What follows belongs to an exercise in optimizing a design on an open flow for small area and a short achievable clock period; a production flow would make more cautious choices. RTL that was checked went through simulation tests only; none was proved equivalent to the original.

==> indigo <==
==> flow/design.v (excerpt) <==
module vc_dds_top
(
  input  logic                    clk_user_bufg,
  input  logic                    rst_glb,
  input  logic                    cfg_wr,           
  input  logic [85:0]             cfg,              
  output logic [16-1:0] sample,           
  output logic                    sample_valid,
  output logic [10-1:0]    dac_fsc           
);
  vc_dds_pkg::vc_cfg_t             cfg_s;
  logic                            tri_en;
  logic                            saw_en;
  logic [32-1:0]          freq_word;
  logic [16-1:0]         amp;
  logic [16-1:0]         dc_offset;
  logic [32/2:0]          phase_top;       
  logic [16-1:0]         shape;
  logic                            written_q;       
  logic [3:0]                      valid_q;
  assign cfg_s = cfg;
  vc_dds_cfg_reg u_cfg_reg (
    .clk_user_bufg (clk_user_bufg),
    .rst_glb       (rst_glb),
    .cfg_wr        (cfg_wr),
    .cfg           (cfg_s),
    .tri_en        (tri_en),
    .saw_en        (saw_en),
    .freq_word     (freq_word),
    .amp           (amp),
    .dc_offset     (dc_offset),
    .dac_fsc       (dac_fsc)
  );
  vc_phase_accum u_phase_accum (
    .clk_user_bufg (clk_user_bufg),
    .cfg_wr        (cfg_wr),
    .pcw           (cfg_s.pcw),
    .cfg_freq_lo   (cfg_s.freq_word[32/2-1:0]),
    .freq_word     (freq_word),
    .phase_top     (phase_top)
  );
  vc_wave_shaper u_wave_shaper (
    .tri_en        (tri_en),
    .saw_en        (saw_en),
    .phase_top     (phase_top),
    .shape         (shape)
  );
  vc_amp_offset u_amp_offset (
    .clk_user_bufg (clk_user_bufg),
    .shape         (shape),
    .amp           (amp),
    .dc_offset     (dc_offset),
    .sample        (sample)
  );
  always_ff @(posedge clk_user_bufg or posedge rst_glb)
  ...
Settings: LEC_CHECK=0, CAP_MARGIN=20, CORE_MARGIN=2, CORE_UTILIZATION=60, CTS_CLUSTER_DIAMETER=100, CTS_CLUSTER_SIZE=25, PLACE_DENSITY=0.75, SETUP_SLACK_MARGIN=3.1, SLEW_MARGIN=20; clock period 5.5 ns.
standard.sh (not shown) runs the stock make flow with config.mk's settings and CLKGATE_MAP_FILE= SYNTH_SCRIPT=/design/flow/synth_recipe.tcl, a recipe that flattens the netlist after the stock synthesis.
==> flow/flow/run.sh <==
#!/bin/bash
# Standard ORFS layout, except that the port buffers are the smallest plain
# buffer instead of the default delay-buffer cell. Each tool's output is kept
# by ORFS under orfs/logs/; make's own output goes to flow_make.log.
set -euo pipefail
export BUFFER_PORTS_ARGS="-buffer_cell sky130_fd_sc_hd__buf_1"
bash standard.sh finish > flow_make.log 2>&1
==> umber: changes against indigo <==
--- a/flow/design.v
+++ b/flow/design.v
@@ -659,15 +659,15 @@
   wire k400 = (r0_273 & r0_274) | (r0_273 & k368) | (r0_274 & k368);
   wire s401 = r0_275 ^ r0_276;
   wire k402 = r0_275 & r0_276;
   wire s403 = r0_277 ^ r0_278 ^ r0_279;
   wire k404 = (r0_277 & r0_278) | (r0_277 & r0_279) | (r0_278 & r0_279);
   wire s405 = 1'b1 ^ r0_280;
   wire k406 = 1'b1 & r0_280;
-  wire [13:0] plow_sum = {1'b0, k370, s369, k336, k334, k332, k330, s291, k288, k286, k284, k282, r0_184, r0_180} + {1'b0, s371, s339, s337, s335, s333, s331, s329, s289, s287, s285, s283, s281, r0_181};
+  wire [10:0] plow_sum = {1'b0, k334, k332, k330, s291, k288, k286, k284, k282, r0_184, r0_180} + {1'b0, s335, s333, s331, s329, s289, s287, s285, s283, s281, r0_181};
   logic cin_q;
   logic r1_407;
   logic r1_408;
   logic r1_409;
   logic r1_410;
   logic r1_411;
   logic r1_412;
@@ -695,54 +695,66 @@
   logic r1_434;
   logic r1_435;
   logic r1_436;
   logic r1_437;
   logic r1_438;
   logic r1_439;
   logic r1_440;
+  logic r1_441;
+  logic r1_442;
+  logic r1_443;
+  logic r1_444;
+  logic r1_445;
+  logic r1_446;
   always_ff @(posedge clk_user_bufg)
   begin
-    cin_q <= plow_sum[13];
-    r1_407 <= k372;
-    r1_408 <= s373;
-    r1_409 <= k374;
-    r1_410 <= s375;
-    r1_411 <= k376;
-    r1_412 <= s377;
-    r1_413 <= k378;
-    r1_414 <= s379;
-    r1_415 <= k380;
-    r1_416 <= s381;
-    r1_417 <= k382;
-    r1_418 <= s383;
-    r1_419 <= k384;
-    r1_420 <= s385;
-    r1_421 <= k386;
-    r1_422 <= s387;
-    r1_423 <= k388;
-    r1_424 <= s389;
-    r1_425 <= k390;
-    r1_426 <= s391;
-    r1_427 <= k392;
-    r1_428 <= s393;
-    r1_429 <= k394;
-    r1_430 <= s395;
-    r1_431 <= k396;
-    r1_432 <= s397;
-    r1_433 <= k398;
-    r1_434 <= s399;
-    r1_435 <= k400;
-    r1_436 <= s401;
-    r1_437 <= k402;
-    r1_438 <= s403;
-    r1_439 <= k404;
-    r1_440 <= s405;
+    cin_q <= plow_sum[10];
+    r1_407 <= k336;
+    r1_408 <= s337;
+    r1_409 <= s369;
+    r1_410 <= s339;
+    r1_411 <= k370;
+    r1_412 <= s371;
+    r1_413 <= k372;
+    r1_414 <= s373;
+    r1_415 <= k374;
+    r1_416 <= s375;
+    r1_417 <= k376;
+    r1_418 <= s377;
+    r1_419 <= k378;
+    r1_420 <= s379;
+    r1_421 <= k380;
+    r1_422 <= s381;
+    r1_423 <= k382;
+    r1_424 <= s383;
+    r1_425 <= k384;
+    r1_426 <= s385;
+    r1_427 <= k386;
+    r1_428 <= s387;
+    r1_429 <= k388;
+    r1_430 <= s389;
+    r1_431 <= k390;
+    r1_432 <= s391;
+    r1_433 <= k392;
+    r1_434 <= s393;
+    r1_435 <= k394;
+    r1_436 <= s395;
+    r1_437 <= k396;
+    r1_438 <= s397;
+    r1_439 <= k398;
+    r1_440 <= s399;
+    r1_441 <= k400;
+    r1_442 <= s401;
+    r1_443 <= k402;
+    r1_444 <= s403;
+    r1_445 <= k404;
+    r1_446 <= s405;
   end
-  wire [16:0] tot = {r1_439, r1_437, r1_435, r1_433, r1_431, r1_429, r1_427, r1_425, r1_423, r1_421, r1_419, r1_417, r1_415, r1_413, r1_411, r1_409, r1_407} + {r1_440, r1_438, r1_436, r1_434, r1_432, r1_430, r1_428, r1_426, r1_424, r1_422, r1_420, r1_418, r1_416, r1_414, r1_412, r1_410, r1_408} + cin_q;
-  wire [16:0] hisum = tot[16:0];
+  wire [19:0] tot = {r1_445, r1_443, r1_441, r1_439, r1_437, r1_435, r1_433, r1_431, r1_429, r1_427, r1_425, r1_423, r1_421, r1_419, r1_417, r1_415, r1_413, r1_411, r1_409, r1_407} + {r1_446, r1_444, r1_442, r1_440, r1_438, r1_436, r1_434, r1_432, r1_430, r1_428, r1_426, r1_424, r1_422, r1_420, r1_418, r1_416, r1_414, r1_412, r1_410, r1_408} + cin_q;
+  wire [16:0] hisum = tot[19:3];
   assign result = hisum;
   logic [16+RW-1:0] dly_q [1];
   always_ff @(posedge clk_user_bufg)
   begin
     dly_q[0] <= ~result;
   end
   assign sample = ~(dly_q[0][16-1:0] & {16{dly_q[0][16]}});
==> flow/flow/run.sh (replaced) <==
#!/bin/bash
# Standard ORFS layout with two changes:
#  - the port buffers are the smallest plain buffer instead of the default
#    delay-buffer cell;
#  - Yosys's generic synthesis skips its quick ABC pass before the full adders
#    are extracted, so that the adder cells are not surrounded by polarity
#    inverters (the flip-flops are unaffected; ABC still maps the logic).
# Each tool's output is kept by ORFS under orfs/logs/; make's own output goes
# to flow_make.log.
set -euo pipefail
export BUFFER_PORTS_ARGS="-buffer_cell sky130_fd_sc_hd__buf_1"
bash standard.sh finish SYNTH_ARGS=-noabc > flow_make.log 2>&1
--- a/flow/config.mk
+++ b/flow/config.mk
@@ -7,9 +7,9 @@
 export LEC_CHECK = 0
 export CAP_MARGIN = 20
 export CORE_MARGIN = 2
 export CORE_UTILIZATION = 60
 export CTS_CLUSTER_DIAMETER = 100
 export CTS_CLUSTER_SIZE = 25
 export PLACE_DENSITY = 0.75
-export SETUP_SLACK_MARGIN = 3.1
+export SETUP_SLACK_MARGIN = 3.2
 export SLEW_MARGIN = 20
==> lagoon: changes against indigo <==
--- a/flow/design.v
+++ b/flow/design.v
@@ -659,15 +659,15 @@
   wire k400 = (r0_273 & r0_274) | (r0_273 & k368) | (r0_274 & k368);
   wire s401 = r0_275 ^ r0_276;
   wire k402 = r0_275 & r0_276;
   wire s403 = r0_277 ^ r0_278 ^ r0_279;
   wire k404 = (r0_277 & r0_278) | (r0_277 & r0_279) | (r0_278 & r0_279);
   wire s405 = 1'b1 ^ r0_280;
   wire k406 = 1'b1 & r0_280;
-  wire [13:0] plow_sum = {1'b0, k370, s369, k336, k334, k332, k330, s291, k288, k286, k284, k282, r0_184, r0_180} + {1'b0, s371, s339, s337, s335, s333, s331, s329, s289, s287, s285, s283, s281, r0_181};
+  wire [10:0] plow_sum = {1'b0, k334, k332, k330, s291, k288, k286, k284, k282, r0_184, r0_180} + {1'b0, s335, s333, s331, s329, s289, s287, s285, s283, s281, r0_181};
   logic cin_q;
   logic r1_407;
   logic r1_408;
   logic r1_409;
   logic r1_410;
   logic r1_411;
   logic r1_412;
@@ -695,54 +695,66 @@
   logic r1_434;
   logic r1_435;
   logic r1_436;
   logic r1_437;
   logic r1_438;
   logic r1_439;
   logic r1_440;
+  logic r1_441;
+  logic r1_442;
+  logic r1_443;
+  logic r1_444;
+  logic r1_445;
+  logic r1_446;
   always_ff @(posedge clk_user_bufg)
   begin
-    cin_q <= plow_sum[13];
-    r1_407 <= k372;
-    r1_408 <= s373;
-    r1_409 <= k374;
-    r1_410 <= s375;
-    r1_411 <= k376;
-    r1_412 <= s377;
-    r1_413 <= k378;
-    r1_414 <= s379;
-    r1_415 <= k380;
-    r1_416 <= s381;
-    r1_417 <= k382;
-    r1_418 <= s383;
-    r1_419 <= k384;
-    r1_420 <= s385;
-    r1_421 <= k386;
-    r1_422 <= s387;
-    r1_423 <= k388;
-    r1_424 <= s389;
-    r1_425 <= k390;
-    r1_426 <= s391;
-    r1_427 <= k392;
-    r1_428 <= s393;
-    r1_429 <= k394;
-    r1_430 <= s395;
-    r1_431 <= k396;
-    r1_432 <= s397;
-    r1_433 <= k398;
-    r1_434 <= s399;
-    r1_435 <= k400;
-    r1_436 <= s401;
-    r1_437 <= k402;
-    r1_438 <= s403;
-    r1_439 <= k404;
-    r1_440 <= s405;
+    cin_q <= plow_sum[10];
+    r1_407 <= k336;
+    r1_408 <= s337;
+    r1_409 <= s369;
+    r1_410 <= s339;
+    r1_411 <= k370;
+    r1_412 <= s371;
+    r1_413 <= k372;
+    r1_414 <= s373;
+    r1_415 <= k374;
+    r1_416 <= s375;
+    r1_417 <= k376;
+    r1_418 <= s377;
+    r1_419 <= k378;
+    r1_420 <= s379;
+    r1_421 <= k380;
+    r1_422 <= s381;
+    r1_423 <= k382;
+    r1_424 <= s383;
+    r1_425 <= k384;
+    r1_426 <= s385;
+    r1_427 <= k386;
+    r1_428 <= s387;
+    r1_429 <= k388;
+    r1_430 <= s389;
+    r1_431 <= k390;
+    r1_432 <= s391;
+    r1_433 <= k392;
+    r1_434 <= s393;
+    r1_435 <= k394;
+    r1_436 <= s395;
+    r1_437 <= k396;
+    r1_438 <= s397;
+    r1_439 <= k398;
+    r1_440 <= s399;
+    r1_441 <= k400;
+    r1_442 <= s401;
+    r1_443 <= k402;
+    r1_444 <= s403;
+    r1_445 <= k404;
+    r1_446 <= s405;
   end
-  wire [16:0] tot = {r1_439, r1_437, r1_435, r1_433, r1_431, r1_429, r1_427, r1_425, r1_423, r1_421, r1_419, r1_417, r1_415, r1_413, r1_411, r1_409, r1_407} + {r1_440, r1_438, r1_436, r1_434, r1_432, r1_430, r1_428, r1_426, r1_424, r1_422, r1_420, r1_418, r1_416, r1_414, r1_412, r1_410, r1_408} + cin_q;
-  wire [16:0] hisum = tot[16:0];
+  wire [19:0] tot = {r1_445, r1_443, r1_441, r1_439, r1_437, r1_435, r1_433, r1_431, r1_429, r1_427, r1_425, r1_423, r1_421, r1_419, r1_417, r1_415, r1_413, r1_411, r1_409, r1_407} + {r1_446, r1_444, r1_442, r1_440, r1_438, r1_436, r1_434, r1_432, r1_430, r1_428, r1_426, r1_424, r1_422, r1_420, r1_418, r1_416, r1_414, r1_412, r1_410, r1_408} + cin_q;
+  wire [16:0] hisum = tot[19:3];
   assign result = hisum;
   logic [16+RW-1:0] dly_q [1];
   always_ff @(posedge clk_user_bufg)
   begin
     dly_q[0] <= ~result;
   end
   assign sample = ~(dly_q[0][16-1:0] & {16{dly_q[0][16]}});
==> flow/config.mk (replaced) <==
export PLATFORM = sky130hd
export DESIGN_NAME = vc_dds_top
export DESIGN_NICKNAME = vc_dds_top
export VERILOG_FILES = /design/flow/design.v
export SDC_FILE = /design/flow/constraint.sdc
export NUM_CORES = 4
export LEC_CHECK = 0
export CAP_MARGIN = 20
export CORE_MARGIN = 2
export CORE_UTILIZATION = 40
export CTS_CLUSTER_DIAMETER = 100
export CTS_CLUSTER_SIZE = 25
export SETUP_SLACK_MARGIN = 3.1
export SLEW_MARGIN = 20
==> notes <==
In lagoon the synthesized cell count is higher than in umber, by 7.2%. The highest routed wire length belongs to lagoon, the lowest to umber. Flip-flop and latch count is the same in lagoon and umber. Against umber, the fmax of indigo is smaller by about 0.7%.
No functional check of the RTL was part of indigo.

==> re-timing with driven ports <==
Ports are ideal in the flow. The routed layouts listed here were re-timed in OpenROAD. Step 1 sets driving cells, clkbuf_16 on the clock port and buf_2 on the other inputs (assumed; they add their load-dependent delay and slew). Step 2 moves the port delays by t, midway between the first and last clock arrival at a register: inputs arrive t later, outputs are due t later. That takes back most of the time a late clock gives input paths. a / b / c = ideal / step 1 / step 2; a / b = the first two.
| run | shift t [ns] | slack for setup (ns) | worst hold slack (ns) | worst data-port slew with drivers (ns) | cell pins on the clock port's net |
|---|---|---|---|---|---|
| indigo | 0.557 | 3.135 / 3.133 / 2.689 | 0.348 / 0.348 / 0.348 | 0.05 | 1 |
| umber | 0.561 | 3.152 / 3.103 / 2.848 | 0.346 / 0.346 / 0.346 | 0.07 | 1 |
| lagoon | 0.561 | 3.170 / 3.131 / 2.877 | 0.345 / 0.345 / 0.345 | 0.05 | 1 |
After both steps setup and hold are still met in every run listed. For indigo, which loses most, drivers alone change the setup slack by -0.002 ns; drivers and shift together by -0.446 ns.
